This design comes from an exercise in tuning for small area, a short achievable clock period and few clock cycles per item on the open sky130 flow, not from production work.
RTL that was checked went through simulation tests only; none was proved equivalent to the original.
No functional check of the RTL was part of runs 1 to 5.
Power is estimated from default activity; no workload was simulated.

===== design/flow/design.v =====
module zigzag_rle (
  input  logic       clk,
  input  logic       reset,
  input  logic [8:0] dctq,
  input  logic       dctq_valid,
  input  logic [5:0] addr,
  output logic       hold,
  output logic [5:0] rle_run,
  output logic [8:0] rle_level,
  output logic       rle_eob,
  output logic       rle_valid,
  input  logic       rle_ready,
  output logic       overflow
);
  localparam logic [383:0] ZZ =
    384'hffedefdbdf35ba77e6b74efacec95e5cf59d92bcb9e31aa371538718d51b8a9c2885a4cc1442d2660611283089408040;
  logic [8:0]  mem [0:63];      
  logic        q0_v, blk, full;
  logic [5:0]  q0_a;
  logic [8:0]  q0_d;
  logic        commit, blk_end, load, ld_ok;
  logic [63:0] pend;            
  logic [63:0] pend_r;          
  logic [63:0] nz;              
  logic [5:0]  an;              
  logic        q0_vn, blk_n, full_n;
  genvar g;
  generate
    for (g = 0; g < 64; g++) begin : g_map
      assign pend_r[ZZ[6*g +: 6]] = pend[g];
      if (g == 63) begin : g_last
        assign nz[g] = full ? |mem[63] : |q0_d;
      end else begin : g_other
        assign nz[g] = |mem[ZZ[6*g +: 6]];
      end
    end
  endgenerate
  assign commit  = q0_v & ~hold;
  assign blk_end = commit & (q0_a == 6'd63);
  assign load    = ld_ok & (full | blk_end);
  assign an      = hold ? q0_a : addr;
  assign q0_vn   = hold | dctq_valid;
  assign blk_n   = load ? (an != 6'd0) : pend_r[an];
  assign full_n  = (full | blk_end) & ~load;
  always_ff @(posedge clk) begin
    if (commit) mem[q0_a] <= q0_d;
    if (!hold) begin
      q0_a <= addr;
      q0_d <= dctq;
    end
  end
  logic        dc_due, eob_due;
  logic [8:0]  dc_reg;
  logic        issue, found, room;
  logic        sel_v, sel_dc, sel_eob;
  logic [7:0]  sel_g, sel_l;    
  logic [5:0]  sel_k;           
  logic [7:0]  grp, gfirst, lfirst;
  logic [7:0]  lf [0:7];
  logic [2:0]  gbin, lbin;
  always_comb begin
    for (int j = 0; j < 8; j++) begin
      grp[j] = |pend[8*j +: 8];
      for (int i = 0; i < 8; i++) begin
        lf[j][i] = pend[8*j + i];
        for (int m = 0; m < i; m++)
          if (pend[8*j + m]) lf[j][i] = 1'b0;
      end
    end
    for (int j = 0; j < 8; j++) begin
      gfirst[j] = grp[j];
      for (int m = 0; m < j; m++)
        if (grp[m]) gfirst[j] = 1'b0;
    end
    lfirst = 8'd0;
    for (int j = 0; j < 8; j++)
      if (gfirst[j]) lfirst = lfirst | lf[j];
    gbin = 3'd0;
    lbin = 3'd0;
    for (int j = 0; j < 8; j++) begin
      if (gfirst[j]) gbin = gbin | 3'(j);
      if (lfirst[j]) lbin = lbin | 3'(j);
    end
  end
  assign found = |grp;
  logic       k_v, k_eob;
  logic [5:0] k_run;
  logic [8:0] k_level;
  logic       deq;
  assign deq   = rle_valid & rle_ready;
  assign room  = k_v ? (~sel_v & deq) : (~rle_valid | ~sel_v | deq);
  assign issue = room & (dc_due | found | eob_due);
  always_ff @(posedge clk) begin
    if (reset) begin
      q0_v     <= 1'b0;
      blk      <= 1'b0;
      hold     <= 1'b0;
      full     <= 1'b0;
      overflow <= 1'b0;
      pend     <= 64'd0;
      ld_ok    <= 1'b0;
      dc_due   <= 1'b0;
      eob_due  <= 1'b0;
      sel_v    <= 1'b0;
    end else begin
      if (dctq_valid && hold) overflow <= 1'b1;
      q0_v <= q0_vn;
      blk  <= blk_n;
      full <= full_n;
      hold <= q0_vn & (blk_n | full_n);
      sel_v <= issue;
      if (issue && !dc_due && found)
        pend <= pend & ~({{8{gfirst[7]}}, {8{gfirst[6]}}, {8{gfirst[5]}},
                          {8{gfirst[4]}}, {8{gfirst[3]}}, {8{gfirst[2]}},
                          {8{gfirst[1]}}, {8{gfirst[0]}}} & {8{lfirst}});
      if (load) pend <= nz & ~64'd1;
      if (issue && dc_due) dc_due <= 1'b0;
      if (issue && !dc_due && !found) eob_due <= 1'b0;
      if (load) begin
        dc_due  <= 1'b1;
        eob_due <= 1'b1;
      end
      ld_ok <= ~found & ~load & ~(dc_due | load) &
               ~(eob_due & ~(issue & ~dc_due & ~found));
    end
  end
  always_ff @(posedge clk) begin
    if (load) dc_reg <= mem[0];
    sel_dc  <= dc_due;
    sel_eob <= ~dc_due & ~found;
    sel_g   <= gfirst;
    sel_l   <= lfirst;
    sel_k   <= {gbin, lbin};
  end
  logic [8:0] rd_level, byte_lv [0:7];
  logic [5:0] rd_run, p_o;
  logic       rd_eob;
  always_comb begin
    rd_level = 9'd0;
    for (int j = 0; j < 8; j++) begin
      byte_lv[j] = 9'd0;
      for (int i = 0; i < 8; i++)
        if (sel_l[i]) byte_lv[j] = byte_lv[j] | mem[ZZ[6*(8*j + i) +: 6]];
      if (sel_g[j]) rd_level = rd_level | byte_lv[j];
    end
    if (sel_dc)  rd_level = dc_reg;
    if (sel_eob) rd_level = 9'd0;
    rd_run = (sel_dc | sel_eob) ? 6'd0 : sel_k + ~p_o;
    rd_eob = sel_eob;
  end
  always_ff @(posedge clk) begin
    if (sel_v && !sel_eob) p_o <= sel_dc ? 6'd0 : sel_k;
  end
  always_ff @(posedge clk) begin
    if (reset) begin
      rle_valid <= 1'b0;
      k_v       <= 1'b0;
    end else begin
      if (!rle_valid || rle_ready) begin
        rle_valid <= k_v | sel_v;
        k_v       <= k_v & sel_v;
      end else if (sel_v) begin
        k_v <= 1'b1;
      end
    end
  end
  always_ff @(posedge clk) begin
    if (!rle_valid || rle_ready) begin
      if (k_v) begin
        rle_eob   <= k_eob;
        rle_run   <= k_run;
        rle_level <= k_level;
      end else begin
        rle_eob   <= rd_eob;
        rle_run   <= rd_run;
        rle_level <= rd_level;
      end
    end
    if (sel_v && (k_v || (rle_valid && !rle_ready))) begin
      k_eob   <= rd_eob;
      k_run   <= rd_run;
      k_level <= rd_level;
    end
  end
endmodule

===== design/flow/run.sh =====
#!/bin/bash
# synth_recipe.tcl (not shown) runs the flow's synth.tcl, then flattens the netlist and writes it again
# the make line also repeats each setting of config.mk as NAME=value (left out here)
make -C /OpenROAD-flow-scripts/flow DESIGN_CONFIG=/design/flow/config.mk WORK_HOME=/design/flow/orfs CLKGATE_MAP_FILE= SYNTH_SCRIPT=/design/flow/synth_recipe.tcl finish

===== design/flow/config.mk =====
export PLATFORM = sky130hd
export DESIGN_NAME = zigzag_rle
export DESIGN_NICKNAME = zigzag_rle
export VERILOG_FILES = /design/flow/design.v
export SDC_FILE = /design/flow/constraint.sdc
export NUM_CORES = 4
export LEC_CHECK = 0
export ABC_CLOCK_PERIOD_IN_PS = 2200
export CAP_MARGIN = 20
export CORE_MARGIN = 2
export CORE_UTILIZATION = 40
export SETUP_SLACK_MARGIN = 2.8
export SLEW_MARGIN = 20

===== design/flow/constraint.sdc =====
create_clock -name core_clock -period 5.0 [get_ports {clk}]
set_input_delay 1.0000 -clock core_clock [delete_from_list [all_inputs] [get_ports {clk}]]
set_output_delay 1.0000 -clock core_clock [all_outputs]
set_load 0.01 [all_outputs]

==> results of run 1 <==
## path summary, 6_finish.rpt
path / start / to
max reg2reg: sel_l[0] / rle_level[0]
min: mem[0][7] / dc_reg[7]
min reg2reg: mem[0][7] / dc_reg[7]
max: sel_l[0] / rle_level[0]
## Yosys cell counts (6+ instances only)
cell and n:
nand3b_1 7, a31o_2 9, nor3_1 47, clkbuf_1 101
nand2_1 104, mux2_2 17, a31oi_1 46, a31o_1 8
a21oi_1 29, dfxtp_1 104, nor2b_1 13, a41oi_1 6
mux2i_1 22, nor2_1 168, inv_1 47, a221oi_1 11
edfxtp_1 632, mux4_2 8, nand4_1 83, and3_1 11
nand3_1 22, buf_2 7, o21ai_0 59, nor4_1 117
a22oi_1 306, o211ai_1 36, and2_1 6, a222oi_1 9
## where the power goes
group	switching (mW)	internal (mW)
clock network	2.37	2.95
logic	2.98	2.15
registers	0.268	6.91
total	5.61	12.0
## cells by family (layout without fill, tap and decap cells)
| group | after synthesis | count (layout) |
|---|---|---|
| xor+xnor | 4 | 4 |
| simple gates | 617 | 621 |
| fa+ha+maj | 6 | 6 |
| compound gates | 552 | 553 |
| flops | 736 | 736 |
| mux | 48 | 48 |
| buf+inv | 165 | 426 |
## layout make-up
cell class | instances | share of cell area, %
tap | 959 | 3.259
clock inverter | 39 | 0.9039
sequential | 736 | 57.57
timing repair inverter | 1 | 0.01359
inverter | 47 | 0.5097
multi-input combinational | 1232 | 25.74
timing repair buffer | 247 | 6.790
clock buffer | 92 | 5.213
## cells in the final DEF, fill, tap and decap left out, types with 16 or more instances in the layout
cell             count
clkbuf_16           76
edfxtp_1           632
nand4_1             83
a31oi_1             36
a22oi_1            277
buf_12              23
mux2i_1             19
o21ai_2             16
nor3_1              42
a21oi_1             27
inv_1               42
buf_2               17
o21ai_1             35
nand2_1             88
a22oi_2             29
dfxtp_2             29
dfxtp_4             27
dfxtp_1             48
nor2_1              97
clkbuf_1            18
o211ai_1            36
buf_4              123
clkdlybuf4s50_1     16
buf_6               55
nor4_1             110
nor2_4              58
## through the flow
stage                     power, mW  setup WS (ns)
after floorplan               8.974          2.233
after global placement        10.15         0.1908
after detailed placement      10.16         0.5365
after CTS                     16.93          2.089
after global routing          18.08          2.144
final                         17.62          2.035
## metal layers
| metal | track usage, % | part of all wire [%] | vias up | wire length (um) |
|---|---|---|---|---|
| met4 | 12.11 | 5.1 | 6 | 5334 |
| met5 | 0 | 0.044 | - | 46 |
| met2 | 42.19 | 45 | 1413 | 47790 |
| li1 | - | - | 9102 | - |
| met3 | 5.349 | 11 | 274 | 11610 |
| met1 | 36.28 | 39 | 10990 | 40640 |
## repair_timing
action                     CTS  global route
setup buffers              125            37
resized for setup          457           131
pin swaps                  117            71
gates cloned                 9             4
setup endpoints to repair  699           367
==> out/qor.yml, run 1 <==
setup_path:
  crit_family: "compound AO/OA/AOI/OAI gates"
  critical_path_cell_count: 7
  cp.buffers_inverters: 1
  worstSetupStartpointType: "flop"
  max_stage_delay_ns: 0.94
  r2r_setup_slack_ns: 2.04
  path_class: "reg -> reg"
  arrival_ns: 3.35
  worstRegToRegCells: 7
  cp_max_fo: 6
  end_kind: "flop"
  slowest_stage: "a222oi_1"
  worstPathRequired_ns: 5.38
  cp_cell_sequence: "buf_4 > a22oi_1 > nand4_1 > a222oi_1 > and3_1 > a221oi_2 > mux2_4"
global_routing:
  grt_pass1_wl_um: 149500
  grt.total_usage_pct: 26.90
  grt_pass1_vias: 21020
  antenna_found_initial: 4
  grt_overflow: 0
  grt_max_degree: 66
clocking:
  numCtsBuffers: 73
  cts_buffer_depth: 3
  cts_tree: "yes"
  cts_root_buf: "clkbuf_16"
  cts.hold.buffers_added: 0
  clock_sinks: 736
  clock_latency_ns: 0.63
  clk_pin_slew_ns: 0.06
  htreeDepth: 3
yosys:
  synth_top_cell_by_area: "edfxtp_1"
  synth_top_family_by_area: "compound AO/OA/AOI/OAI gates"
  mappedNetlistNets: 2153
  synth_area_um2: 29660
  synthSimpleGateAreaFrac_pct: 10.87
  avgSynthCellArea_um2: 13.94
  ys_seq_area_share_pct: 71.01
  synth_fa_ha_area_share_pct: 0.2784
  synth_compound_area_share_pct: 13.45
  synth-async-reset-ratio_pct: 0
  synth_cell_types: 77
  synth_area_leaders: "edfxtp_1, a22oi_1, dfxtp_1, nor4_1, nor2_1"
  synth.top_cell.area_share_pct: 63.99
  muxShareOfSynthArea_pct: 2.042
  synth_xor_xnor_area_share_pct: 0.1181
  yosysWarnings: 3
  ys.flop_type: "edfxtp_1"
  synth_edf_count: 632
  syn_inst: 2128
  ys_seq_elements: 736
sta:
  finalHoldViolCount: 0
  period_share_pct: 59.29
  finalSetupTns_ns: 0
  tightest_slew_ns: 1.202
  rsz0062_at_grt: "true"
  max_freq_mhz: 337.3
  fin_skew_ns: 0.02502
  timing.hold.ws_ns: 0.4565
  slew_viol_final: 0
  relSlewSlack_pct: 19.88
  setup_viol_count_final: 0
  layout_min_cycle_time_ns: 2.965
placed_design:
  place_area_um2: 31250
  dp.cells: 3047
  io_buffers: 37
  place.gp.congestion: 0.9874
  dp_hpwl_um: 66210
layout:
  reg_top3: "mem (576), pend (64)"
  largest-register: "mem"
  drive_above_1_share_pct: 27.49
  multiInputGateArea_um2: 9477
  largest_reg_flops: 576
  fin_cells: 3353
  fillCellCount: 6193
  antenna_cells: 0
  utilization_pct: 50.29
  final_cell_area_um2: 36820
  regArea_um2: 21200
  nets: 2363
  synthToLayoutAreaGrowth_pct: 24.14
outcome:
  status: "complete, no violations"
floorplanning:
  die_w_um: 276.3
  fp.dieH_um: 276.3
  boundaryPins: 38
  start_util_pct: 40.52
  die_area_um2: 76340
  core_region_area_um2: 73210
  num_rows: 99
power_and_ir_drop:
  p_leak_nw: 11.66
  power-per-cell-area_nw_per_um2: 478.6
  ir_drop_uv: 408.0
route:
  ant_nets: 0
  remaining_drc_errors: 0
  route.vias.total: 21780
  wl_per_cell_um: 31.44
  drt-pass1-iter-count: 6
  drt_iter0_drc: 3062
  via_per_inst: 6.496
  wl_um: 105400
worst_hold_path:
  worstHoldPathCells: 0
  hold_class: "reg -> reg"
run:
  drv_cap: 0
==> run 2, diff against run 1 <==
==> design/flow/config.mk (replaced) <==
export PLATFORM = sky130hd
export DESIGN_NAME = zigzag_rle
export DESIGN_NICKNAME = zigzag_rle
export VERILOG_FILES = /design/flow/design.v
export SDC_FILE = /design/flow/constraint.sdc
export NUM_CORES = 4
export LEC_CHECK = 0
export CAP_MARGIN = 20
export CORE_MARGIN = 2
export CORE_UTILIZATION = 40
export SLEW_MARGIN = 20
==> out/qor.yml, run 2 <==
power_and_ir_drop:
  ir_drop_uv: 294.8  # -28%
  p_leak_nw: 10.42  # -11%
  p_total_mw: 15.55  # -12%
  power-per-cell-area_nw_per_um2: 463.1  # -3.2%
yosys:
  mappedNetlistNets: 2153  # unchanged
  synth_edf_count: 632  # unchanged
  synthSimpleGateAreaFrac_pct: 10.87  # unchanged
  ys_seq_elements: 736  # unchanged
  ys.flop_type: "edfxtp_1"
  avgSynthCellArea_um2: 13.94  # unchanged
  synth_xor_xnor_area_share_pct: 0.1181  # unchanged
  synth_cell_types: 77  # unchanged
  yosys-top-cells-count: "edfxtp_1, a22oi_1, nor2_1"
  synth_top_family_by_area: "compound AO/OA/AOI/OAI gates"
  ys_seq_area_share_pct: 71.01  # unchanged
  yosys.cell_count.top_type: "edfxtp_1"
  synth.top_cell.area_share_pct: 63.99  # unchanged
  synth_fa_ha_area_share_pct: 0.2784  # unchanged
  synth_area_um2: 29660  # unchanged
  yosysWarnings: 3  # unchanged
  synth_top_cell_by_area: "edfxtp_1"
  synth-async-reset-ratio_pct: 0  # unchanged
  synth_area_leaders: "edfxtp_1, a22oi_1, dfxtp_1, nor4_1, nor2_1"
  syn_inst: 2128  # unchanged
  muxShareOfSynthArea_pct: 2.042  # unchanged
  synth_compound_area_share_pct: 13.45  # unchanged
setup_path:
  worstSetupStartpointType: "flop"
  max_stage_delay_ns: 0.71  # -0.23 ns
  cp_max_fo: 41  # +35
  arrival_ns: 4.15  # +0.80 ns
  worstPathRequired_ns: 5.52  # +0.14 ns
  slowest_stage: "dfxtp_1"
  end_kind: "flop"
  path_class: "reg -> reg"
  cp_cell_sequence: "and3b_1 > nand3_1 > o21ai_0 > nand2_1 > inv_1 > nand2b_2 > buf_4 > a31oi_1 > a31o_2 > a31o_1"
outcome:
  status: "complete, no violations"
clocking:
  cts_tree: "yes"
  cts_buffer_depth: 3  # unchanged
  post_cts_resized: 0  # -100%
  cts.hold.buffers_added: 0  # unchanged
  clk_pin_slew_ns: 0.06  # about the same
  htreeDepth: 3  # unchanged
  cts_setup_buffers: 0  # -100%
  clock_sinks: 736  # unchanged
  cts_root_buf: "clkbuf_16"
  clock_latency_ns: 0.63  # about the same
  numCtsBuffers: 75  # +2.7%
layout:
  drive_above_1_share_pct: 9.919  # -18 points
  multiInputGateArea_um2: 7960  # -16%
  fin_cells: 3187  # -5.0%
  largest-register: "mem"
  final_cell_mix: "edfxtp_1, a22oi_1, nor2_1"
  synthToLayoutAreaGrowth_pct: 13.24
  regArea_um2: 21070  # -0.60%
  final_common_cell: "edfxtp_1"
  nets: 2191  # -7.3%
  fillCellCount: 6385  # +3.1%
  reg_top3: "mem (576), pend (64)"
  largest_reg_flops: 576  # unchanged
  final_cell_area_um2: 33590  # -8.8%
  antenna_cells: 0  # unchanged
placed_design:
  dp_hpwl_um: 66390  # +0.28%
  dp.cells: 3047  # unchanged
  place.gp.congestion: 1.038  # +5.1%
  place_area_um2: 31130  # -0.35%
  io_buffers: 37  # unchanged
global_routing:
  grt_pass1_wl_um: 139700  # -6.6%
  grt_overflow: 0  # unchanged
  grt.total_usage_pct: 24.85  # -2.1 points
  grt_pass1_vias: 19910  # -5.3%
  antenna_found_initial: 4  # unchanged
  grt_max_degree: 66  # unchanged
floorplanning:
  fp.dieH_um: 276.3  # unchanged
  die_w_um: 276.3  # unchanged
  core_region_area_um2: 73210  # unchanged
  boundaryPins: 38  # unchanged
  num_rows: 99  # unchanged
  start_util_pct: 40.52  # unchanged
  die_area_um2: 76340  # unchanged
sta:
  relSlewSlack_pct: 24.92  # +5.0 points
  slew_viol_final: 0  # unchanged
  tightest_slew_ns: 1.118  # -0.08429 ns
  layout_min_cycle_time_ns: 3.633  # +0.6681 ns
  finalSetupTns_ns: 0  # unchanged
  setup_viol_count_final: 0  # unchanged
  fin_skew_ns: 0.02591  # +0.0008887 ns
  period_share_pct: 72.65  # +13 points
  finalHoldViolCount: 0  # unchanged
  rsz0062_at_grt: "false"
  max_freq_mhz: 275.3  # -18%
route:
  drt_iter0_drc: 3052  # -0.33%
  remaining_drc_errors: 0  # unchanged
  route.vias.total: 20580  # -5.5%
  wl_per_cell_um: 30.21  # -3.9%
  wl_um: 96280  # -8.7%
  via_per_inst: 6.458  # -0.57%
  ant_nets: 0  # unchanged
  drt-pass1-iter-count: 6  # unchanged
run:
  drv_cap: 0  # unchanged
worst_hold_path:
  hold_class: "reg -> reg"
run 2: cell counts after synthesis:
Identical to the previous run, type by type.
run 2: area by class of cell:
type,instances,area share [%]
tap,959,3.572
timing repair buffer,79,2.183
multi-input combinational,1227,23.70
inverter,47,0.5253
clock inverter,38,0.9984
clock buffer,101,6.288
sequential,736,62.73
run 2: power breakdown:
part	internal (mW)	switching, mW	total, mW
registers	6.91	0.293	7.20
clock network	3.20	2.39	5.58
logic	0.800	1.97	2.77
run 2: routing by layer:
layer / vias to the layer above / wire [um] / GRT usage [%]
li1: 8717 / - / -
met1: 10460 / 40170 / 34.87
met2: 1231 / 43070 / 37.85
met3: 174 / 9009 / 4.901
met4: 6 / 3999 / 10.33
met5: - / 35 / 0
run 2: worst paths after layout:
check / start / slack (ns) / cells past startpoint / endpoint
min reg2reg: dc_due / 0.44 / 0 / sel_dc
max: hold / 1.37 / 10 / pend[43]
max reg2reg: hold / 1.37 / 10 / pend[43]
min: dc_due / 0.44 / 0 / sel_dc
run 2: cell families after synthesis:
kind of cell | count (synthesis)
compound gates | 552
buf+inv | 165
simple gates | 617
fa+ha+maj | 6
xor+xnor | 4
flops | 736
mux | 48
run 2: through the flow:
stage	worst slack [ns]	hold slack (ns)	util, %
after floorplan	1.925	0.3965	-
after global placement	1.275	0.4279	42.53
after detailed placement	1.255	0.4358	42.53
after CTS	1.487	0.4401	45.87
after global routing	1.178	0.4521	45.88
final	1.367	0.4445	45.88
run 2: worst max-delay path, delay by kind of cell, from the launching register on:
kind | cells | cell delay, ns
AO/OA/AOI/OAI | 4 | 0.74
buffers and inverters | 2 | 0.59
AND/OR/NAND/NOR | 4 | 1.44
flip-flops | 1 | 0.71
==> run 3, diff against run 2 <==
--- a/design/flow/design.v
+++ b/design/flow/design.v
@@ -55,26 +55,27 @@
   logic        sel_v, sel_dc, sel_eob;
   logic [7:0]  sel_g, sel_l;    
   logic [5:0]  sel_k;           
-  logic [7:0]  grp, gfirst, lfirst;
-  logic [7:0]  lf [0:7];
+  logic [7:0]  grp, gfirst, lfirst, glow;
+  logic [63:0] lower;           
   logic [2:0]  gbin, lbin;
   always_comb begin
+    for (int j = 0; j < 8; j++)
+      grp[j] = |pend[8*j +: 8];
     for (int j = 0; j < 8; j++) begin
-      grp[j] = |pend[8*j +: 8];
-      for (int i = 0; i < 8; i++) begin
-        lf[j][i] = pend[8*j + i];
-        for (int m = 0; m < i; m++)
-          if (pend[8*j + m]) lf[j][i] = 1'b0;
-      end
+      glow[j] = 1'b0;
+      for (int m = 0; m < j; m++)
+        glow[j] = glow[j] | grp[m];
+      gfirst[j] = grp[j] & ~glow[j];
     end
-    for (int j = 0; j < 8; j++) begin
-      gfirst[j] = grp[j];
-      for (int m = 0; m < j; m++)
-        if (grp[m]) gfirst[j] = 1'b0;
+    for (int k = 0; k < 64; k++) begin
+      lower[k] = glow[k / 8];
+      for (int m = 8 * (k / 8); m < k; m++)
+        lower[k] = lower[k] | pend[m];
     end
     lfirst = 8'd0;
     for (int j = 0; j < 8; j++)
-      if (gfirst[j]) lfirst = lfirst | lf[j];
+      for (int i = 0; i < 8; i++)
+        lfirst[i] = lfirst[i] | (pend[8*j + i] & ~lower[8*j + i]);
     gbin = 3'd0;
     lbin = 3'd0;
     for (int j = 0; j < 8; j++) begin
@@ -108,16 +109,13 @@
       blk  <= blk_n;
       full <= full_n;
       hold <= q0_vn & (blk_n | full_n);
-      sel_v <= issue;
-      if (issue && !dc_due && found)
-        pend <= pend & ~({{8{gfirst[7]}}, {8{gfirst[6]}}, {8{gfirst[5]}},
-                          {8{gfirst[4]}}, {8{gfirst[3]}}, {8{gfirst[2]}},
-                          {8{gfirst[1]}}, {8{gfirst[0]}}} & {8{lfirst}});
-      if (load) pend <= nz & ~64'd1;
+      sel_v <= issue | (load & room);
+      pend <= (pend & (lower | {64{~(room & ~dc_due)}})) |
+              ({64{load}} & nz & ~64'd1);
       if (issue && dc_due) dc_due <= 1'b0;
       if (issue && !dc_due && !found) eob_due <= 1'b0;
       if (load) begin
-        dc_due  <= 1'b1;
+        dc_due  <= ~room;
         eob_due <= 1'b1;
       end
       ld_ok <= ~found & ~load & ~(dc_due | load) &
@@ -126,8 +124,8 @@
   end
   always_ff @(posedge clk) begin
     if (load) dc_reg <= mem[0];
-    sel_dc  <= dc_due;
-    sel_eob <= ~dc_due & ~found;
+    sel_dc  <= dc_due | load;
+    sel_eob <= ~dc_due & ~found & ~load;
     sel_g   <= gfirst;
     sel_l   <= lfirst;
     sel_k   <= {gbin, lbin};
--- a/design/flow/config.mk
+++ b/design/flow/config.mk
@@ -5,7 +5,9 @@
 export SDC_FILE = /design/flow/constraint.sdc
 export NUM_CORES = 4
 export LEC_CHECK = 0
+export ABC_CLOCK_PERIOD_IN_PS = 2200
 export CAP_MARGIN = 20
 export CORE_MARGIN = 2
 export CORE_UTILIZATION = 40
+export SETUP_SLACK_MARGIN = 2.8
 export SLEW_MARGIN = 20
==> out/qor.yml, run 3 <==
outcome:
  status: "complete, no violations"
sta:
  finalSetupTns_ns: 0  # unchanged
  rsz0062_at_grt: "true"
  setup_ws_ns: 2.117  # +0.7499 ns
  tightest_slew_ns: 1.096  # -0.02168 ns
  fin_skew_ns: 0.02463  # -0.001284 ns
  slew_viol_final: 0  # unchanged
  finalHoldViolCount: 0  # unchanged
  relSlewSlack_pct: 26.94  # +2.0 points
  period_share_pct: 57.66  # -15 points
  setup_viol_count_final: 0  # unchanged
  layout_min_cycle_time_ns: 2.883  # -0.7499 ns
  max_freq_mhz: 346.9  # +26%
placed_design:
  dp_hpwl_um: 63730  # -4.0%
  place.gp.congestion: 1.011  # -2.6%
  pre_cts_ws_ns: 1.107  # -0.1485 ns
  io_buffers: 37  # unchanged
setup_path:
  path_class: "reg -> reg"
  end_kind: "flop"
  worstPathRequired_ns: 5.38  # -0.14 ns
  r2r_setup_slack_ns: 2.12  # +0.75 ns
  arrival_ns: 3.26  # -0.89 ns
  worstRegToRegCells: 9  # -1
  cp_max_fo: 7  # -83%
  worstSetupStartpointType: "flop"
power_and_ir_drop:
  power-per-cell-area_nw_per_um2: 364.7  # -21%
  switching_share_pct: 22.62  # -7.3 points
  clkPwrFrac_pct: 43.6  # +7.7 points
  power.internal_mw: 10.41  # -4.6%
  p_leak_nw: 11.64  # +12%
  power_frac_seq_pct: 50.6  # +4.3 points
  pwr-share-comb_pct: 5.8  # -12 points
  power_switching_mw: 3.043  # -35%
  ir_drop_uv: 246.3  # -16%
yosys:
  synth_edf_count: 632  # unchanged
  synth_area_leaders: "edfxtp_1, a22oi_1, dfxtp_1, nor2_1, o41ai_1"
  synth_cell_types: 78  # +1.3%
  synth_area_um2: 29560  # -0.35%
  mappedNetlistNets: 2126  # -1.3%
  synth-async-reset-ratio_pct: 0  # unchanged
  synth_top_cell_by_area: "edfxtp_1"
  ys_seq_area_share_pct: 71.25  # +0.25 points
  avgSynthCellArea_um2: 14.07  # +0.93%
  ys_seq_elements: 736  # unchanged
  syn_inst: 2101  # -1.3%
  yosys-top-cells-count: "edfxtp_1, a22oi_1, nor2_1"
  yosysWarnings: 2  # -1
  yosys.cell_count.top_type: "edfxtp_1"
  synth.top_cell.area_share_pct: 64.21  # +0.22 points
  ys.flop_type: "edfxtp_1"
layout:
  drive_above_1_share_pct: 27.69  # +18 points
  fillCellCount: 6108  # -4.3%
  synthToLayoutAreaGrowth_pct: 24.79
  reg_top3: "mem (576), pend (64)"
  largest_reg_flops: 576  # unchanged
  final_cell_mix: "edfxtp_1, a22oi_1, nor2_1"
  final_common_cell: "edfxtp_1"
  largest-register: "mem"
  nets: 2308  # +5.3%
clocking:
  htreeDepth: 3  # unchanged
  cts_buffer_depth: 3  # unchanged
  clock_sinks: 736  # unchanged
  clock_latency_ns: 0.64  # about the same
  clk_pin_slew_ns: 0.06  # about the same
  cts_tree: "yes"
  numCtsBuffers: 77  # +2.7%
  cts_root_buf: "clkbuf_16"
floorplanning:
  fp.dieH_um: 275.8  # -0.17%
  num_rows: 99  # unchanged
  die_w_um: 275.8  # -0.17%
  start_util_pct: 40.44  # -0.072 points
  die_area_um2: 76080  # -0.34%
  core_region_area_um2: 73080  # -0.17%
  boundaryPins: 38  # unchanged
route:
  route.vias.total: 21220  # +3.1%
  ant_nets: 0  # unchanged
  wl_per_cell_um: 30.47  # +0.85%
  via_per_inst: 6.423  # -0.56%
  drt_iter0_drc: 3172  # +3.9%
  remaining_drc_errors: 0  # unchanged
  wl_um: 100700  # +4.6%
  drt-pass1-iter-count: 19  # +13
global_routing:
  grt_max_degree: 66  # unchanged
  grt.total_usage_pct: 25.80  # +0.95 points
  grt_overflow: 0  # unchanged
  antenna_found_initial: 2  # -2
  grt_pass1_vias: 20360  # +2.3%
  grt_pass1_wl_um: 142000  # +1.6%
run:
  drv_cap: 0  # unchanged
worst_hold_path:
  hold_class: "reg -> reg"
  worstHoldPathCells: 1  # +1
-- run 3: changes by cell type after synthesis, sizes merged, moves of 18 or more --
cell    previous run  this run
o211ai            36         1
a31oi             46         6
o21ai             59        39
nand4             84        66
o31ai              1        23
a21oi             29        91
nor4             120        71
o41ai              3        55
-- run 3: repair_timing --
action	in CTS	in global routing
cloned	5	4
endpoints found under the setup margin	713	467
resized for setup	397	133
hold buffers	0	0
setup buffers	105	39
pin swaps	75	62
-- run 3: metal layers --
layer	up-vias	global-route usage (%)	part of all wire, %
li1	8953	-	-
met1	10640	36.44	40
met2	1406	38.06	44
met3	224	5.855	12
met4	2	11.67	4.5
met5	-	0	0.0079
-- run 3: cell families (layout without fill, tap and decap cells) --
family	count (synthesis)	count (layout)	synth area share (%)
flip-flops	736	736	71.25
AO/OA/AOI/OAI	594	595	14.56
AND/OR/NAND/NOR	555	555	9.808
buffers and inverters	168	410	2.227
multiplexers	38	38	1.753
adder cells (fa/ha/maj)	6	6	0.2794
XOR/XNOR	4	4	0.1186
other	0	1	0
-- run 3: final timing paths --
| path | from | end |
|---|---|---|
| max reg2reg | sel_l[6] | rle_level[1] |
| min reg2reg | ld_ok | full |
| max | sel_l[6] | rle_level[1] |
| min | ld_ok | full |
-- run 3: worst max-delay path, stage by stage (launching register included) --
cell and delay (ns):
dfxtp_4 0.37, buf_12 0.14, buf_12 0.13, clkbuf_16 0.17, a22oi_1 0.17, nand4_1 0.20, a222oi_1 0.65, and3_1 0.31
a221oi_2 0.12, mux2_4 0.33
-- run 3: cell type report --
class / instances / area [um^2] / area share [%]
timing repair buffer: 221 / 2261 / 6.130
sequential: 736 / 21180 / 57.43
tap: 959 / 1200 / 3.253
antenna: 1 / 2.502 / 0.006784
timing repair inverter: 1 / 8.758 / 0.02374
inverter: 48 / 196.4 / 0.5326
clock buffer: 96 / 2130 / 5.773
multi-input combinational: 1198 / 9454 / 25.63
clock inverter: 44 / 451.7 / 1.225
-- run 3: stage by stage --
| stage | util (%) | hold WS [ns] | cells | total power, mW | instance area, um^2 |
|---|---|---|---|---|---|
| 5_1_grt | 50.47 | 0.4531 | 3303 | 13.79 | 36880 |
| 3_5_place_dp | 42.68 | 0.4211 | 3010 | 7.532 | 31190 |
| 3_3_place_gp | 42.68 | 0.4184 | 3010 | 7.524 | 31190 |
| 6_report | 50.47 | 0.4329 | 3304 | 13.45 | 36890 |
| 2_1_floorplan | - | 0.3976 | 2101 | 7.238 | 29860 |
| 4_1_cts | 49.05 | 0.4266 | 3260 | 13.42 | 35840 |
-- run 3: power groups by stage --
stage / clock [mW] / sequential (mW) / combinational, mW
after floorplan: 0 / 6.98 / 0.255
after global placement: 0 / 6.95 / 0.570
after detailed placement: 0 / 6.96 / 0.576
after CTS: 5.91 / 6.81 / 0.695
after global routing: 6.17 / 6.82 / 0.809
final: 5.86 / 6.81 / 0.776
==> run 4, diff against run 3 <==
--- a/design/flow/design.v
+++ b/design/flow/design.v
@@ -54,10 +54,8 @@
   logic        issue, found, room;
   logic        sel_v, sel_dc, sel_eob;
   logic [7:0]  sel_g, sel_l;    
-  logic [5:0]  sel_k;           
   logic [7:0]  grp, gfirst, lfirst, glow;
   logic [63:0] lower;           
-  logic [2:0]  gbin, lbin;
   always_comb begin
     for (int j = 0; j < 8; j++)
       grp[j] = |pend[8*j +: 8];
@@ -76,20 +74,20 @@
     for (int j = 0; j < 8; j++)
       for (int i = 0; i < 8; i++)
         lfirst[i] = lfirst[i] | (pend[8*j + i] & ~lower[8*j + i]);
-    gbin = 3'd0;
-    lbin = 3'd0;
-    for (int j = 0; j < 8; j++) begin
-      if (gfirst[j]) gbin = gbin | 3'(j);
-      if (lfirst[j]) lbin = lbin | 3'(j);
-    end
   end
   assign found = |grp;
-  logic       k_v, k_eob;
-  logic [5:0] k_run;
-  logic [8:0] k_level;
-  logic       deq;
-  assign deq   = rle_valid & rle_ready;
-  assign room  = k_v ? (~sel_v & deq) : (~rle_valid | ~sel_v | deq);
+  logic       e1_v, e2_v, e1_eob, e2_eob;
+  logic [5:0] e1_run, e2_run;
+  logic [8:0] e1_level, e2_level;
+  logic       rv;                  
+  logic       s0, s1, s2, le2, le3;
+  assign deq = rle_valid & rle_ready;
+  assign s0  = ~sel_v & ~rv;
+  assign s1  = sel_v ^ rv;
+  assign s2  = sel_v & rv;
+  assign le2 = (s0 & ~e2_v) | (s1 & ~e1_v) | (s2 & ~rle_valid);
+  assign le3 = s0 | (s1 & ~e2_v) | (s2 & ~e1_v);
+  assign room = deq ? le3 : le2;
   assign issue = room & (dc_due | found | eob_due);
   always_ff @(posedge clk) begin
     if (reset) begin
@@ -128,12 +126,18 @@
     sel_eob <= ~dc_due & ~found & ~load;
     sel_g   <= gfirst;
     sel_l   <= lfirst;
-    sel_k   <= {gbin, lbin};
   end
   logic [8:0] rd_level, byte_lv [0:7];
-  logic [5:0] rd_run, p_o;
-  logic       rd_eob;
+  logic [5:0] rd_run, p_o, sel_k;    
+  logic [8:0] r_level;
+  logic [5:0] r_run;
+  logic       r_eob;
   always_comb begin
+    sel_k = 6'd0;
+    for (int j = 0; j < 8; j++) begin
+      if (sel_g[j]) sel_k[5:3] = sel_k[5:3] | 3'(j);
+      if (sel_l[j]) sel_k[2:0] = sel_k[2:0] | 3'(j);
+    end
     rd_level = 9'd0;
     for (int j = 0; j < 8; j++) begin
       byte_lv[j] = 9'd0;
@@ -144,40 +148,55 @@
     if (sel_dc)  rd_level = dc_reg;
     if (sel_eob) rd_level = 9'd0;
     rd_run = (sel_dc | sel_eob) ? 6'd0 : sel_k + ~p_o;
-    rd_eob = sel_eob;
   end
   always_ff @(posedge clk) begin
     if (sel_v && !sel_eob) p_o <= sel_dc ? 6'd0 : sel_k;
+    r_level <= rd_level;
+    r_run   <= rd_run;
+    r_eob   <= sel_eob;
   end
   always_ff @(posedge clk) begin
     if (reset) begin
+      rv        <= 1'b0;
       rle_valid <= 1'b0;
-      k_v       <= 1'b0;
+      e1_v      <= 1'b0;
+      e2_v      <= 1'b0;
     end else begin
-      if (!rle_valid || rle_ready) begin
-        rle_valid <= k_v | sel_v;
-        k_v       <= k_v & sel_v;
-      end else if (sel_v) begin
-        k_v <= 1'b1;
+      rv <= sel_v;
+      if (deq) begin
+        rle_valid <= e1_v | rv;
+        e1_v      <= e2_v | (e1_v & rv);
+        e2_v      <= e2_v & rv;
+      end else begin
+        rle_valid <= rle_valid | rv;
+        e1_v      <= e1_v | (rle_valid & rv);
+        e2_v      <= e2_v | (e1_v & rv);
       end
     end
   end
   always_ff @(posedge clk) begin
-    if (!rle_valid || rle_ready) begin
-      if (k_v) begin
-        rle_eob   <= k_eob;
-        rle_run   <= k_run;
-        rle_level <= k_level;
-      end else begin
-        rle_eob   <= rd_eob;
-        rle_run   <= rd_run;
-        rle_level <= rd_level;
-      end
-    end
-    if (sel_v && (k_v || (rle_valid && !rle_ready))) begin
-      k_eob   <= rd_eob;
-      k_run   <= rd_run;
-      k_level <= rd_level;
+    if (deq ? e1_v : !rle_valid) begin
+      rle_eob   <= deq ? e1_eob   : r_eob;
+      rle_run   <= deq ? e1_run   : r_run;
+      rle_level <= deq ? e1_level : r_level;
+    end else if (deq) begin
+      rle_eob   <= r_eob;
+      rle_run   <= r_run;
+      rle_level <= r_level;
+    end
+    if (deq ? e2_v : !e1_v) begin
+      e1_eob   <= deq ? e2_eob   : r_eob;
+      e1_run   <= deq ? e2_run   : r_run;
+      e1_level <= deq ? e2_level : r_level;
+    end else if (deq) begin
+      e1_eob   <= r_eob;
+      e1_run   <= r_run;
+      e1_level <= r_level;
+    end
+    if (deq || !e2_v) begin
+      e2_eob   <= r_eob;
+      e2_run   <= r_run;
+      e2_level <= r_level;
     end
   end
 endmodule
==> design/flow/config.mk (replaced) <==
export PLATFORM = sky130hd
export DESIGN_NAME = zigzag_rle
export DESIGN_NICKNAME = zigzag_rle
export VERILOG_FILES = /design/flow/design.v
export SDC_FILE = /design/flow/constraint.sdc
export NUM_CORES = 4
export LEC_CHECK = 0
export ABC_CLOCK_PERIOD_IN_PS = 2500
export CAP_MARGIN = 20
export CORE_MARGIN = 2
export CORE_UTILIZATION = 40
export SETUP_SLACK_MARGIN = 2.5
export SLEW_MARGIN = 20
==> out/qor.yml, run 4 <==
setup_path:
  slowest_stage: "or4_4"
  r2r_start: "pend[3]"
  worstPathRequired_ns: 5.52  # +0.14 ns
  max_stage_delay_ns: 0.45  # -0.20 ns
  path_class: "reg -> reg"
  r2r_setup_slack_ns: 2.37  # +0.25 ns
  worstRegToRegCells: 8  # -1
  end_kind: "flop"
  cp_max_fo: 6  # -1
  worstSetupStartpointType: "flop"
  path_common_cell: "nor4_4"
  arrival_ns: 3.15  # -0.11 ns
  cp_cell_sequence: "or3_1 > nor4_4 > inv_2 > nor4_4 > buf_12 > nand3_4 > or4_4 > o211a_1"
  r2r_end: "sel_v"
floorplanning:
  num_rows: 101  # +2.0%
  die_w_um: 280.1  # +1.6%
  fp.dieH_um: 280.1  # +1.6%
  start_util_pct: 40.29  # -0.16 points
  die_area_um2: 78470  # +3.1%
  boundaryPins: 38  # unchanged
  core_region_area_um2: 75700  # +3.6%
yosys:
  ys_seq_elements: 764  # +3.8%
  mappedNetlistNets: 2174  # +2.3%
  synth_edf_count: 648  # +2.5%
  synth.top_cell.area_share_pct: 63.81  # -0.40 points
  synth_area_leaders: "edfxtp_1, a22oi_1, dfxtp_1, nor2_1, nand4_1"
  synth_cell_types: 74  # -5.1%
  syn_inst: 2147  # +2.2%
  yosysWarnings: 3  # +1
  yosys.cell_count.top_type: "edfxtp_1"
  ys_seq_area_share_pct: 71.42  # +0.17 points
  synth_top_cell_by_area: "edfxtp_1"
  synth_area_um2: 30500  # +3.2%
  ys.flop_type: "edfxtp_1"
  avgSynthCellArea_um2: 14.20  # +0.97%
  yosys-top-cells-count: "edfxtp_1, a22oi_1, nor2_1"
  synth-async-reset-ratio_pct: 0  # unchanged
layout:
  synthToLayoutAreaGrowth_pct: 20.66
  fillCellCount: 6370  # +4.3%
  final_common_cell: "edfxtp_1"
  drive_above_1_share_pct: 21.85  # -5.8 points
  antenna_cells: 0  # -1
  reg_top3: "mem (576), pend (64)"
  largest-register: "mem"
  fin_cells: 3326  # +0.67%
  final_cell_mix: "edfxtp_1, a22oi_1, nor2_1"
  nets: 2309  # +0.043%
  largest_reg_flops: 576  # unchanged
clocking:
  cts_tree: "yes"
  cts_root_buf: "clkbuf_16"
  htreeDepth: 3  # unchanged
  clock_sinks: 764  # +3.8%
  numCtsBuffers: 80  # +3.9%
  cts_buffer_depth: 3  # unchanged
  clk_pin_slew_ns: 0.07  # about the same
  clock_latency_ns: 0.63  # about the same
global_routing:
  grt_overflow: 0  # unchanged
  antenna_found_initial: 3  # +1
  grt.total_usage_pct: 24.61  # -1.2 points
  grt_pass1_vias: 20490  # +0.62%
  grt_max_degree: 72  # +9.1%
  grt_pass1_wl_um: 140300  # -1.2%
sta:
  relSlewSlack_pct: 22.36  # -4.6 points
  tightest_slew_ns: 1.150  # +0.05375 ns
  timing.hold.ws_ns: 0.4529  # +0.01993 ns
  setup_viol_count_final: 0  # unchanged
  period_share_pct: 52.57  # -5.1 points
  fin_skew_ns: 0.02646  # +0.001834 ns
  slew_viol_final: 0  # unchanged
  rsz0062_at_grt: "true"
  finalSetupTns_ns: 0  # unchanged
  max_freq_mhz: 380.4  # +9.7%
  layout_min_cycle_time_ns: 2.629  # -0.2541 ns
  finalHoldViolCount: 0  # unchanged
worst_hold_path:
  hold_class: "reg -> reg"
  min_from: "r_run[1]"
  worstHoldPathCells: 0  # -1
  min_to: "e2_run[1]"
route:
  ant_nets: 0  # unchanged
  wl_per_cell_um: 30.27  # -0.67%
  wl_um: 100700  # about the same
  route.vias.total: 21320  # +0.49%
  remaining_drc_errors: 0  # unchanged
  drt-pass1-iter-count: 8  # -11
  via_per_inst: 6.411  # -0.17%
  drt_iter0_drc: 3164  # -0.25%
power_and_ir_drop:
  ir_drop_uv: 219.2  # -11%
  power-per-cell-area_nw_per_um2: 378.1  # +3.7%
  p_leak_nw: 11.89  # +2.2%
  p_total_mw: 13.91  # +3.4%
run:
  drv_cap: 0  # unchanged
outcome:
  status: "complete, no violations"
placed_design:
  dp_hpwl_um: 64530  # +1.3%
  io_buffers: 37  # unchanged
  dp.cells: 3081  # +2.4%
  place.gp.congestion: 0.9879  # -2.3%
==> run 4: cell count changes after synthesis, moves of 13 or more <==
| cell | before | now |
|---|---|---|
| buf_1 | 5 | 18 |
| edfxtp_1 | 632 | 648 |
| mux2i_1 | 11 | 34 |
| nand4_1 | 64 | 80 |
| mux2_2 | 17 | 37 |
| a21oi_1 | 91 | 74 |
| inv_1 | 46 | 32 |
==> run 4: final cells by class <==
class | instances | area [um^2] | area share [%]
flip-flops and latches | 764 | 21830 | 59.33
well taps | 978 | 1224 | 3.326
multi-input cells | 1230 | 9017 | 24.51
repair buffers | 173 | 1916 | 5.206
clock inverters | 49 | 526.8 | 1.432
clock buffers | 99 | 2157 | 5.862
inverters | 33 | 126.4 | 0.3434
==> run 4: kinds of logic after synthesis <==
| family | synth area share [%] |
|---|---|
| DFF | 71.42 |
| and+or+nand+nor | 9.814 |
| AOI/OAI and AO/OA | 13.29 |
| buffers and inverters | 1.904 |
| muxes | 3.073 |
| adders and majority gates | 0.3528 |
| xor gates and xnor gates | 0.1436 |
==> run 4: how the worst max path moves through the flow <==
stage	startpoint	endpoint	depth (start not counted)	slack (ns)
2_1_floorplan	pend[18]	sel_v	7	2.19
3_3_place_gp	addr[3]	hold	7	1.11
3_5_place_dp	rle_ready	pend[61]	7	1.20
4_1_cts	q0_a[1]	mem[2][6]	4	2.27
5_1_grt	pend[3]	pend[36]	10	2.28
6_report	pend[3]	sel_v	8	2.37
==> run 4: report_power, final <==
part	switching, mW	total (mW)	internal (mW)
combinational	0.510	0.748	0.239
clock	2.49	6.09	3.60
sequential	0.0746	7.08	7.01
==> run 4: critical path, delay by kind of cell, from the launching register on <==
family | cells | cell delay [ns]
AOI/OAI and AO/OA | 1 | 0.22
buffers and inverters | 2 | 0.30
DFF | 1 | 0.37
and+or+nand+nor | 5 | 1.63
==> run 4: timing repair <==
action                     4_1_cts  5_1_grt
resized for setup              186      110
buffers inserted                53       35
setup endpoints to repair      666      395
pin swaps                       34       56
hold buffers                     0        0
gates cloned                     2        7
==> run 4: stage by stage <==
step	instance area [um^2]	util, %	worst slack, ns
after floorplan	30590	-	2.187
after global placement	32040	42.32	1.113
after detailed placement	32070	42.37	1.201
after CTS	35910	47.44	2.275
after global routing	36800	48.61	2.277
final	36800	48.61	2.371
==> run 4: metal layers <==
metal,global-route usage [%],share of wire (%),vias up
met5,0,0.025,-
met4,10.09,4.9,4
met3,6.079,10,271
met2,38.17,45,1309
met1,33.17,40,10720
li1,-,-,9025
==> run 5, diff against run 4 <==
--- a/design/flow/config.mk
+++ b/design/flow/config.mk
@@ -8,6 +8,6 @@
 export ABC_CLOCK_PERIOD_IN_PS = 2500
 export CAP_MARGIN = 20
 export CORE_MARGIN = 2
-export CORE_UTILIZATION = 40
+export CORE_UTILIZATION = 60
 export SETUP_SLACK_MARGIN = 2.5
 export SLEW_MARGIN = 20
==> out/qor.yml, run 5 <==
placed_design:
  dp_hpwl_um: 59790  # -7.4%
  place.gp.congestion: 1.013  # +2.6%
  io_buffers: 37  # unchanged
  place_area_um2: 31600  # -1.5%
  dp.cells: 2767  # -10%
  pre_cts_ws_ns: 1.484  # +0.2827 ns
route:
  via_per_inst: 7.138  # +11%
  ant_nets: 0  # unchanged
  drt-pass1-iter-count: 5  # -3
  drt_iter0_drc: 3517  # +11%
  wl_um: 94740  # -5.9%
  wl_per_cell_um: 31.82  # +5.2%
  remaining_drc_errors: 0  # unchanged
  route.vias.total: 21250  # -0.35%
clocking:
  htreeDepth: 3  # unchanged
  cts_buffer_depth: 3  # unchanged
  cts_tree: "yes"
  cts_root_buf: "clkbuf_16"
  clk_pin_slew_ns: 0.06  # about the same
  clock_latency_ns: 0.63  # about the same
  numCtsBuffers: 77  # -3.8%
  clock_sinks: 764  # unchanged
  cts.hold.buffers_added: 0  # unchanged
layout:
  fillCellCount: 3316  # -48%
  final_cell_mix: "edfxtp_1, a22oi_1, nor2_1"
  synthToLayoutAreaGrowth_pct: 17.20
  drive_above_1_share_pct: 18.84  # -3.0 points
  nets: 2270  # -1.7%
  reg_top3: "mem (576), pend (64)"
  largest-register: "mem"
  fin_cells: 2977  # -10%
  largest_reg_flops: 576  # unchanged
  final_common_cell: "edfxtp_1"
  final_cell_area_um2: 35740  # -2.9%
  utilization_pct: 71.24  # +23 points
floorplanning:
  num_rows: 82  # -19%
  die_area_um2: 52650  # -33%
  core_region_area_um2: 50170  # -34%
  start_util_pct: 60.79  # +20 points
  die_w_um: 229.5  # -18%
  fp.dieH_um: 229.5  # -18%
  boundaryPins: 38  # unchanged
yosys:
  synth_cell_types: 74  # unchanged
  yosys-top-cells-count: "edfxtp_1, a22oi_1, nor2_1"
  mappedNetlistNets: 2174  # unchanged
  ys_seq_elements: 764  # unchanged
  ys.flop_type: "edfxtp_1"
  synth-async-reset-ratio_pct: 0  # unchanged
  synth.top_cell.area_share_pct: 63.81  # unchanged
  avgSynthCellArea_um2: 14.20  # unchanged
  syn_inst: 2147  # unchanged
  yosysWarnings: 3  # unchanged
  ys_seq_area_share_pct: 71.42  # unchanged
  synth_edf_count: 648  # unchanged
  synth_top_cell_by_area: "edfxtp_1"
  synth_area_um2: 30500  # unchanged
  synth_area_leaders: "edfxtp_1, a22oi_1, dfxtp_1, nor2_1, nand4_1"
  yosys.cell_count.top_type: "edfxtp_1"
sta:
  timing.hold.ws_ns: 0.4504  # -0.002466 ns
  tightest_slew_ns: 1.282  # +0.1329 ns
  finalSetupTns_ns: 0  # unchanged
  layout_min_cycle_time_ns: 2.692  # +0.06345 ns
  slew_viol_final: 0  # unchanged
  max_freq_mhz: 371.5  # -2.4%
  finalHoldViolCount: 0  # unchanged
  fin_skew_ns: 0.02096  # -0.005497 ns
  period_share_pct: 53.84  # +1.3 points
  rsz0062_at_grt: "true"
  setup_viol_count_final: 0  # unchanged
  relSlewSlack_pct: 13.38  # -9.0 points
  setup_ws_ns: 2.308  # -0.06345 ns
outcome:
  status: "complete, no violations"
setup_path:
  cp_max_fo: 4  # -2
  cp-startpoint: "pend[20]"
  arrival_ns: 3.19  # +0.04 ns
  endpoint: "sel_v"
  worstSetupStartpointType: "flop"
  path_class: "reg -> reg"
  worstRegToRegCells: 8  # unchanged
  r2r_setup_slack_ns: 2.31  # -0.06 ns
  r2r_end: "sel_v"
  r2r_start: "pend[20]"
  end_kind: "flop"
  worstPathRequired_ns: 5.50  # -0.02 ns
global_routing:
  antenna_found_initial: 3  # unchanged
  grt_pass1_wl_um: 136000  # -3.1%
  grt_max_degree: 72  # unchanged
  grt.total_usage_pct: 35.59  # +11 points
  grt_overflow: 0  # unchanged
  grt_pass1_vias: 20430  # -0.28%
power_and_ir_drop:
  p_total_mw: 13.60  # -2.3%
  switching_share_pct: 21.95  # -0.15 points
  power.internal_mw: 10.62  # -2.1%
  p_leak_nw: 11.64  # -2.1%
  clkPwrFrac_pct: 42.7  # -1.0 points
  power-per-cell-area_nw_per_um2: 380.5  # +0.63%
  pwr-share-comb_pct: 5.4  # about the same
  power_frac_seq_pct: 51.9  # +1.0 points
  ir_drop_uv: 314.8  # +44%
  power_switching_mw: 2.985  # -2.9%
worst_hold_path:
  hold_class: "reg -> reg"
run:
  drv_cap: 0  # unchanged
[run 5: cell type report]
class	instances	area [um^2]	share of cell area, %
clock inverters	52	505.5	1.414
diodes	1	2.502	0.007001
clock buffers	88	2032	5.685
flip-flops and latches	764	21830	61.08
well taps	672	840.8	2.352
inverters	33	136.4	0.3816
repair buffers	136	1454	4.068
multi-input cells	1231	8941	25.01
[run 5: what timing repair did]
item	CTS	global route
pin swaps	27	44
gates resized for setup	116	128
buffers inserted	39	27
endpoints found under the setup margin	560	544
cloned	2	1
[run 5: how the worst min path moves through the flow]
stage | from | to | slack (ns) | cells past startpoint
2_1_floorplan | sel_eob | r_eob | 0.33 | 0
3_3_place_gp | mem[0][3] | dc_reg[3] | 0.44 | 0
3_5_place_dp | mem[0][7] | dc_reg[7] | 0.44 | 0
4_1_cts | mem[0][7] | dc_reg[7] | 0.45 | 0
5_1_grt | mem[0][7] | dc_reg[7] | 0.46 | 0
6_report | mem[0][7] | dc_reg[7] | 0.45 | 0
[run 5: cell families (layout without fill, tap and decap cells)]
family,after synthesis,after routing,share of synthesized area (%)
XOR/XNOR,5,5,0.1436
flip-flops,764,764,71.42
AND/OR/NAND/NOR,581,582,9.814
multiplexers,79,80,3.073
buffers and inverters,154,309,1.904
other,0,1,0
AO/OA/AOI/OAI,556,556,13.29
adder cells (fa/ha/maj),8,8,0.3528
[run 5: worst max-delay path, cell delays in order, from the launching register on]
cell,delay (ns)
dfxtp_4,0.34
or4_4,0.53
or4_4,0.49
nor4_4,0.16
buf_6,0.17
buf_12,0.11
nand3_4,0.07
or4_4,0.46
o211a_1,0.24
[run 5: metal layers]
layer	global-route usage [%]	share of wire [%]
met1	49.06	38
met2	53.25	45
met3	9.998	13
met4	15.75	4.5
met5	0	0.024
[run 5: power groups by stage]
stage / Combinational, mW / Clock, mW / Sequential (mW)
final: 0.730 / 5.81 / 7.06
after global routing: 0.757 / 6.10 / 7.07
after CTS: 0.636 / 5.83 / 7.06
after detailed placement: 0.577 / 0 / 7.21
after global placement: 0.570 / 0 / 7.21
after floorplan: 0.274 / 0 / 7.23
==> run 6, diff against run 5 <==
--- a/design/flow/design.v
+++ b/design/flow/design.v
@@ -54,8 +54,10 @@
   logic        issue, found, room;
   logic        sel_v, sel_dc, sel_eob;
   logic [7:0]  sel_g, sel_l;    
+  logic [5:0]  sel_k;           
   logic [7:0]  grp, gfirst, lfirst, glow;
   logic [63:0] lower;           
+  logic [2:0]  gbin, lbin;
   always_comb begin
     for (int j = 0; j < 8; j++)
       grp[j] = |pend[8*j +: 8];
@@ -74,6 +76,12 @@
     for (int j = 0; j < 8; j++)
       for (int i = 0; i < 8; i++)
         lfirst[i] = lfirst[i] | (pend[8*j + i] & ~lower[8*j + i]);
+    gbin = 3'd0;
+    lbin = 3'd0;
+    for (int j = 0; j < 8; j++) begin
+      if (gfirst[j]) gbin = gbin | 3'(j);
+      if (lfirst[j]) lbin = lbin | 3'(j);
+    end
   end
   assign found = |grp;
   logic       e1_v, e2_v, e1_eob, e2_eob;
@@ -126,18 +134,14 @@
     sel_eob <= ~dc_due & ~found & ~load;
     sel_g   <= gfirst;
     sel_l   <= lfirst;
+    sel_k   <= {gbin, lbin};
   end
   logic [8:0] rd_level, byte_lv [0:7];
-  logic [5:0] rd_run, p_o, sel_k;    
+  logic [5:0] rd_run, p_o;
   logic [8:0] r_level;
   logic [5:0] r_run;
   logic       r_eob;
   always_comb begin
-    sel_k = 6'd0;
-    for (int j = 0; j < 8; j++) begin
-      if (sel_g[j]) sel_k[5:3] = sel_k[5:3] | 3'(j);
-      if (sel_l[j]) sel_k[2:0] = sel_k[2:0] | 3'(j);
-    end
     rd_level = 9'd0;
     for (int j = 0; j < 8; j++) begin
       byte_lv[j] = 9'd0;
--- a/design/flow/config.mk
+++ b/design/flow/config.mk
@@ -8,6 +8,8 @@
 export ABC_CLOCK_PERIOD_IN_PS = 2500
 export CAP_MARGIN = 20
 export CORE_MARGIN = 2
-export CORE_UTILIZATION = 60
+export CORE_UTILIZATION = 40
+export CTS_BUF_LIST = sky130_fd_sc_hd__clkbuf_8
+export CTS_CLUSTER_SIZE = 24
 export SETUP_SLACK_MARGIN = 2.5
 export SLEW_MARGIN = 20
==> out/qor.yml, run 6 <==
sta:
  finalHoldViolCount: 0  # unchanged
  relSlewSlack_pct: 12.86  # -0.52 points
  layout_min_cycle_time_ns: 2.705  # +0.01255 ns
  finalSetupTns_ns: 0  # unchanged
  max_freq_mhz: 369.7  # -0.46%
  period_share_pct: 54.09  # +0.25 points
  rsz0062_at_grt: "true"
  fin_skew_ns: 0.06167  # +0.04071 ns
  setup_viol_count_final: 0  # unchanged
  slew_viol_final: 0  # unchanged
  tightest_slew_ns: 1.290  # +0.007672 ns
floorplanning:
  num_rows: 101  # +23%
  core_region_area_um2: 76080  # +52%
  boundaryPins: 38  # unchanged
  fp.dieH_um: 281.3  # +23%
  die_w_um: 281.3  # +23%
  start_util_pct: 40.44  # -20 points
  die_area_um2: 79150  # +50%
layout:
  final_cell_area_um2: 35750  # about the same
  largest-register: "mem"
  fillCellCount: 6675  # +100%
  reg_top3: "mem (576), pend (64)"
  final_common_cell: "edfxtp_1"
  largest_reg_flops: 576  # unchanged
  synthToLayoutAreaGrowth_pct: 16.19
  multiInputGateArea_um2: 8767  # -1.9%
  nets: 2328  # +2.6%
  drive_above_1_share_pct: 19.20  # +0.36 points
  final_cell_mix: "edfxtp_1, a22oi_1, clkbuf_8"
  regArea_um2: 21950  # +0.53%
clocking:
  cts_tree: "yes"
  clk_pin_slew_ns: 0.06  # about the same
  cts_root_buf: "clkbuf_8"
  cts.hold.buffers_added: 0  # unchanged
  clock_sinks: 770  # +0.79%
  htreeDepth: 3  # unchanged
  clock_latency_ns: 0.75  # +0.12 ns
  numCtsBuffers: 120  # +56%
  cts_buffer_depth: 3  # unchanged
route:
  via_per_inst: 6.296  # -12%
  route.vias.total: 21610  # +1.7%
  wl_per_cell_um: 29.15  # -8.4%
  wl_um: 100000  # +5.6%
  ant_nets: 0  # unchanged
  remaining_drc_errors: 0  # unchanged
  drt_iter0_drc: 3296  # -6.3%
  drt-pass1-iter-count: 8  # +3
placed_design:
  io_buffers: 37  # unchanged
  dp_hpwl_um: 66230  # +11%
  place.gp.congestion: 0.9470  # -6.5%
  place_area_um2: 32350  # +2.4%
power_and_ir_drop:
  power-per-cell-area_nw_per_um2: 357.3  # -6.1%
  ir_drop_uv: 224.4  # -29%
  p_leak_nw: 11.73  # +0.76%
yosys:
  ys_seq_area_share_pct: 71.19  # -0.23 points
  synth_area_leaders: "edfxtp_1, dfxtp_1, a22oi_1, nor2_1, o41ai_1"
  yosysWarnings: 3  # unchanged
  yosys.cell_count.top_type: "edfxtp_1"
  mappedNetlistNets: 2182  # +0.37%
  synth_edf_count: 648  # unchanged
  yosys-top-cells-count: "edfxtp_1, a22oi_1, nor2_1"
  synth-async-reset-ratio_pct: 0  # unchanged
  syn_inst: 2155  # +0.37%
  synth_area_um2: 30770  # +0.88%
  synth_top_cell_by_area: "edfxtp_1"
  ys_seq_elements: 770  # +0.79%
  synth_cell_types: 83  # +12%
  synth.top_cell.area_share_pct: 63.25  # -0.56 points
  ys.flop_type: "edfxtp_1"
  avgSynthCellArea_um2: 14.28  # +0.51%
global_routing:
  grt_max_degree: 66  # -8.3%
  grt.total_usage_pct: 25.19  # -10 points
  grt_overflow: 0  # unchanged
  grt_pass1_wl_um: 144500  # +6.2%
  antenna_found_initial: 2  # -1
  grt_pass1_vias: 21150  # +3.5%
setup_path:
  worstPathRequired_ns: 5.38  # -0.12 ns
  cp_max_fo: 10  # +6
  worstSetupStartpointType: "flop"
  arrival_ns: 3.08  # -0.11 ns
  path_class: "reg -> reg"
  end_kind: "flop"
outcome:
  status: "complete, no violations"
run:
  drv_cap: 0  # unchanged
worst_hold_path:
  hold_class: "reg -> reg"
==> run 6: cell types whose count changed after synthesis, sizes merged, moves of 8 or more <==
cell   change
nand2     +10
nand3      -8
o41ai     +12
mux2i     -19
a21oi     +11
a22oi      -9
and2       -8
==> run 6: through the flow <==
stage / util [%] / hold WS [ns] / instances / power, mW / setup slack, ns
6_report: 46.99 / 0.4262 / 3432 / 12.77 / 2.295
2_1_floorplan: - / 0.3290 / 2155 / 7.568 / 2.490
3_3_place_gp: 42.53 / 0.4360 / 3143 / 7.852 / 1.307
5_1_grt: 46.99 / 0.4438 / 3432 / 13.16 / 2.355
4_1_cts: 46.47 / 0.4363 / 3411 / 12.81 / 2.239
3_5_place_dp: 42.53 / 0.4391 / 3143 / 7.858 / 1.289
==> run 6: cell families after synthesis <==
| family | synth area share (%) |
|---|---|
| buffers and inverters | 2.094 |
| AO/OA/AOI/OAI | 13.82 |
| XOR/XNOR | 0.1424 |
| flip-flops | 71.19 |
| multiplexers | 2.790 |
| adder cells (fa/ha/maj) | 0.3497 |
| AND/OR/NAND/NOR | 9.618 |
==> run 6: final timing paths <==
kind,startpoint,endpoint,slack [ns],depth (start not counted)
max,q0_a[5],mem[43][0],2.30,2
min,mem[0][8],dc_reg[8],0.43,0
min reg2reg,mem[0][8],dc_reg[8],0.43,0
max reg2reg,q0_a[5],mem[43][0],2.30,2
==> run 6: report_power, final <==
part	internal, mW	switching, mW	total (mW)
sequential	7.07	0.0880	7.15
combinational	0.191	0.458	0.649
clock	2.48	2.49	4.97
==> run 6: area by class of cell <==
| class | instances | area share, % |
|---|---|---|
| Antenna cell | 1 | 0.007001 |
| Clock buffer | 125 | 4.813 |
| Clock inverter | 97 | 1.453 |
| Inverter | 38 | 0.4445 |
| Multi-Input combinational cell | 1227 | 24.53 |
| Sequential cell | 770 | 61.40 |
| Tap cell | 1030 | 3.605 |
| Timing Repair Buffer | 144 | 3.756 |
==> run 6: critical path, stage by stage (launching register included) <==
cell,delay (ns)
dfxtp_1,0.59
nand3b_1,0.87
nor2_2,0.85
==> run 6: metal layers <==
layer  vias to the layer above  GRT usage [%]  share of wire (%)  wire (um)
li1                       9104              -                  -          -
met1                     10790          34.42                 40      39700
met2                      1444          39.19                 45      45480
met3                       264          4.682                 10      10130
met4                         2          11.62                4.7       4711
met5                         -              0              0.013         13
==> run 6: what timing repair did <==
item | CTS | global route
resized for setup | 111 | 63
pin swaps | 11 | 15
cloned | 0 | 0
setup buffers | 46 | 20
endpoints found under the hold margin | 0 | 0
setup endpoints to repair | 663 | 537
Testbench counts of run 6, summed over its fixed seeds: cycles 26,026, blocks 384.
==> run 7, diff against run 6 <==
--- a/design/flow/config.mk
+++ b/design/flow/config.mk
@@ -9,7 +9,5 @@
 export CAP_MARGIN = 20
 export CORE_MARGIN = 2
 export CORE_UTILIZATION = 40
-export CTS_BUF_LIST = sky130_fd_sc_hd__clkbuf_8
-export CTS_CLUSTER_SIZE = 24
 export SETUP_SLACK_MARGIN = 2.5
 export SLEW_MARGIN = 20
==> out/qor.yml, run 7 <==
global_routing:
  grt_max_degree: 66  # unchanged
  grt_pass1_wl_um: 143300  # -0.84%
  antenna_found_initial: 2  # unchanged
  grt_overflow: 0  # unchanged
  grt_pass1_vias: 20820  # -1.6%
  grt.total_usage_pct: 25.03  # -0.17 points
layout:
  final_common_cell: "edfxtp_1"
  multiInputGateArea_um2: 8753  # -0.16%
  antenna_cells: 0  # -1
  fillCellCount: 6624  # -0.76%
  largest_reg_flops: 576  # unchanged
  final_cell_area_um2: 36010  # +0.73%
  nets: 2287  # -1.8%
  utilization_pct: 47.33  # +0.34 points
  reg_top3: "mem (576), pend (64)"
  synthToLayoutAreaGrowth_pct: 17.03
  final_cell_mix: "edfxtp_1, a22oi_1, nor2_1, dfxtp_1, nand2_1"
  fin_cells: 3350  # -2.4%
  largest-register: "mem"
  drive_above_1_share_pct: 18.23  # -0.97 points
placed_design:
  place.gp.congestion: 0.9470  # unchanged
  pre_cts_ws_ns: 1.289  # unchanged
  dp.cells: 3143  # unchanged
  io_buffers: 37  # unchanged
  place_area_um2: 32350  # unchanged
  dp_hpwl_um: 66230  # unchanged
yosys:
  ys_seq_elements: 770  # unchanged
  avgSynthCellArea_um2: 14.28  # unchanged
  synth_top_family_by_area: "compound AO/OA/AOI/OAI gates"
  synth_top_cell_by_area: "edfxtp_1"
  ys.flop_type: "edfxtp_1"
  synth_compound_area_share_pct: 13.82  # unchanged
  synth_fa_ha_area_share_pct: 0.3497  # unchanged
  yosys.cell_count.top_type: "edfxtp_1"
  yosys-top-cells-count: "edfxtp_1, a22oi_1, nor2_1"
  muxShareOfSynthArea_pct: 2.790  # unchanged
  synth-async-reset-ratio_pct: 0  # unchanged
  yosysWarnings: 3  # unchanged
  synth_cell_types: 83  # unchanged
  synth_area_um2: 30770  # unchanged
  synth_area_leaders: "edfxtp_1, dfxtp_1, a22oi_1, nor2_1, o41ai_1"
  synth_xor_xnor_area_share_pct: 0.1423  # unchanged
  syn_inst: 2155  # unchanged
  synth_edf_count: 648  # unchanged
  ys_seq_area_share_pct: 71.19  # unchanged
  mappedNetlistNets: 2182  # unchanged
  synth.top_cell.area_share_pct: 63.25  # unchanged
setup_path:
  cp_cell_sequence: "nor3b_2 > nand3_2 > nor2_2"
  arrival_ns: 2.90  # -0.18 ns
  worstSetupStartpointType: "flop"
  worstPathRequired_ns: 5.26  # -0.12 ns
  path_class: "reg -> reg"
  slowest_stage: "nand3_2"
  cp_max_fo: 9  # -1
  r2r_start: "hold"
  crit_family: "simple AND/OR/NAND/NOR gates"
  max_stage_delay_ns: 0.64  # -0.23 ns
  cp-startpoint: "hold"
  cp.buffers_inverters: 0  # unchanged
  end_kind: "flop"
sta:
  setup_ws_ns: 2.362  # +0.06682 ns
  finalHoldViolCount: 0  # unchanged
  timing.hold.ws_ns: 0.4398  # +0.01366 ns
  setup_viol_count_final: 0  # unchanged
  period_share_pct: 52.76  # -1.3 points
  finalSetupTns_ns: 0  # unchanged
  relSlewSlack_pct: 9.447  # -3.4 points
  tightest_slew_ns: 1.341  # +0.05060 ns
  slew_viol_final: 0  # unchanged
  layout_min_cycle_time_ns: 2.638  # -0.06682 ns
  fin_skew_ns: 0.03468  # -0.02699 ns
  rsz0062_at_grt: "true"
route:
  remaining_drc_errors: 0  # unchanged
  wl_um: 99740  # -0.29%
  ant_nets: 0  # unchanged
  wl_per_cell_um: 29.77  # +2.2%
  route.vias.total: 21360  # -1.2%
  drt-pass1-iter-count: 8  # unchanged
  via_per_inst: 6.376  # +1.3%
  drt_iter0_drc: 3417  # +3.7%
clocking:
  cts_buffer_depth: 3  # unchanged
  htreeDepth: 3  # unchanged
  clock_sinks: 770  # unchanged
  numCtsBuffers: 78  # -35%
  cts_root_buf: "clkbuf_16"
  cts_tree: "yes"
  cts.hold.buffers_added: 0  # unchanged
  clock_latency_ns: 0.64  # -0.11 ns
power_and_ir_drop:
  ir_drop_uv: 251.6  # +12%
  p_total_mw: 13.51  # +5.8%
  p_leak_nw: 11.65  # -0.67%
floorplanning:
  die_w_um: 281.3  # unchanged
  boundaryPins: 38  # unchanged
  fp.dieH_um: 281.3  # unchanged
  core_region_area_um2: 76080  # unchanged
  die_area_um2: 79150  # unchanged
  num_rows: 101  # unchanged
  start_util_pct: 40.44  # unchanged
run:
  drv_cap: 0  # unchanged
worst_hold_path:
  min_from: "mem[0][6]"
  hold_class: "reg -> reg"
outcome:
  status: "complete, no violations"
run 7: cell counts after synthesis:
No cell type changed its count.
run 7: worst paths after layout:
check | to | slack (ns) | cells past startpoint
setup / recovery | mem[54][3] | 2.36 | 3
hold / removal | dc_reg[6] | 0.44 | 0
setup reg to reg | mem[54][3] | 2.36 | 3
hold reg to reg | dc_reg[6] | 0.44 | 0
run 7: final cells by class:
class                      count  share of cell area (%)
sequential                   770                   60.95
multi-input combinational   1227                   24.31
clock buffer                 104                   6.071
timing repair buffer         143                   3.767
tap                         1030                   3.579
clock inverter                36                  0.8305
inverter                      38                  0.4448
timing repair inverter         2                 0.04517
run 7: kinds of logic after synthesis:
kind of cell	count (synthesis)
flops	770
simple gates	573
mux	61
xor+xnor	5
fa+ha+maj	8
compound gates	580
buf+inv	158
run 7: repair_timing:
action	CTS	global route
cloned	0	2
endpoints found under the setup margin	679	423
pin swaps	15	15
setup buffers	44	21
hold endpoints to repair	0	0
resized for setup	111	75
run 7: worst reg2reg max path, cell delays in order (launching register included):
cell and delay, ns:
dfxtp_4 0.38, nor3b_2 0.62, nand3_2 0.65, nor2_2 0.63
run 7: report_power, final:
group          switching [mW]  internal, mW
Clock                    2.41          3.28
Combinational           0.460         0.199
Sequential             0.0894          7.06
Total                    2.96          10.5
run 7: per-layer routing:
metal,track usage [%],routed length (um),up-vias
met5,0,13,-
met4,11.72,4651,2
met2,38.90,45350,1330
met1,34.18,39930,10770
met3,4.607,9794,247
li1,-,-,9012

Setup slack of run 7, layout unchanged: 2.362 ns with ideal ports, 2.362 ns with driving cells assumed (clock clkbuf_16, inputs buf_2), 1.870 ns with port delays also shifted by the 0.686 ns mid clock arrival.
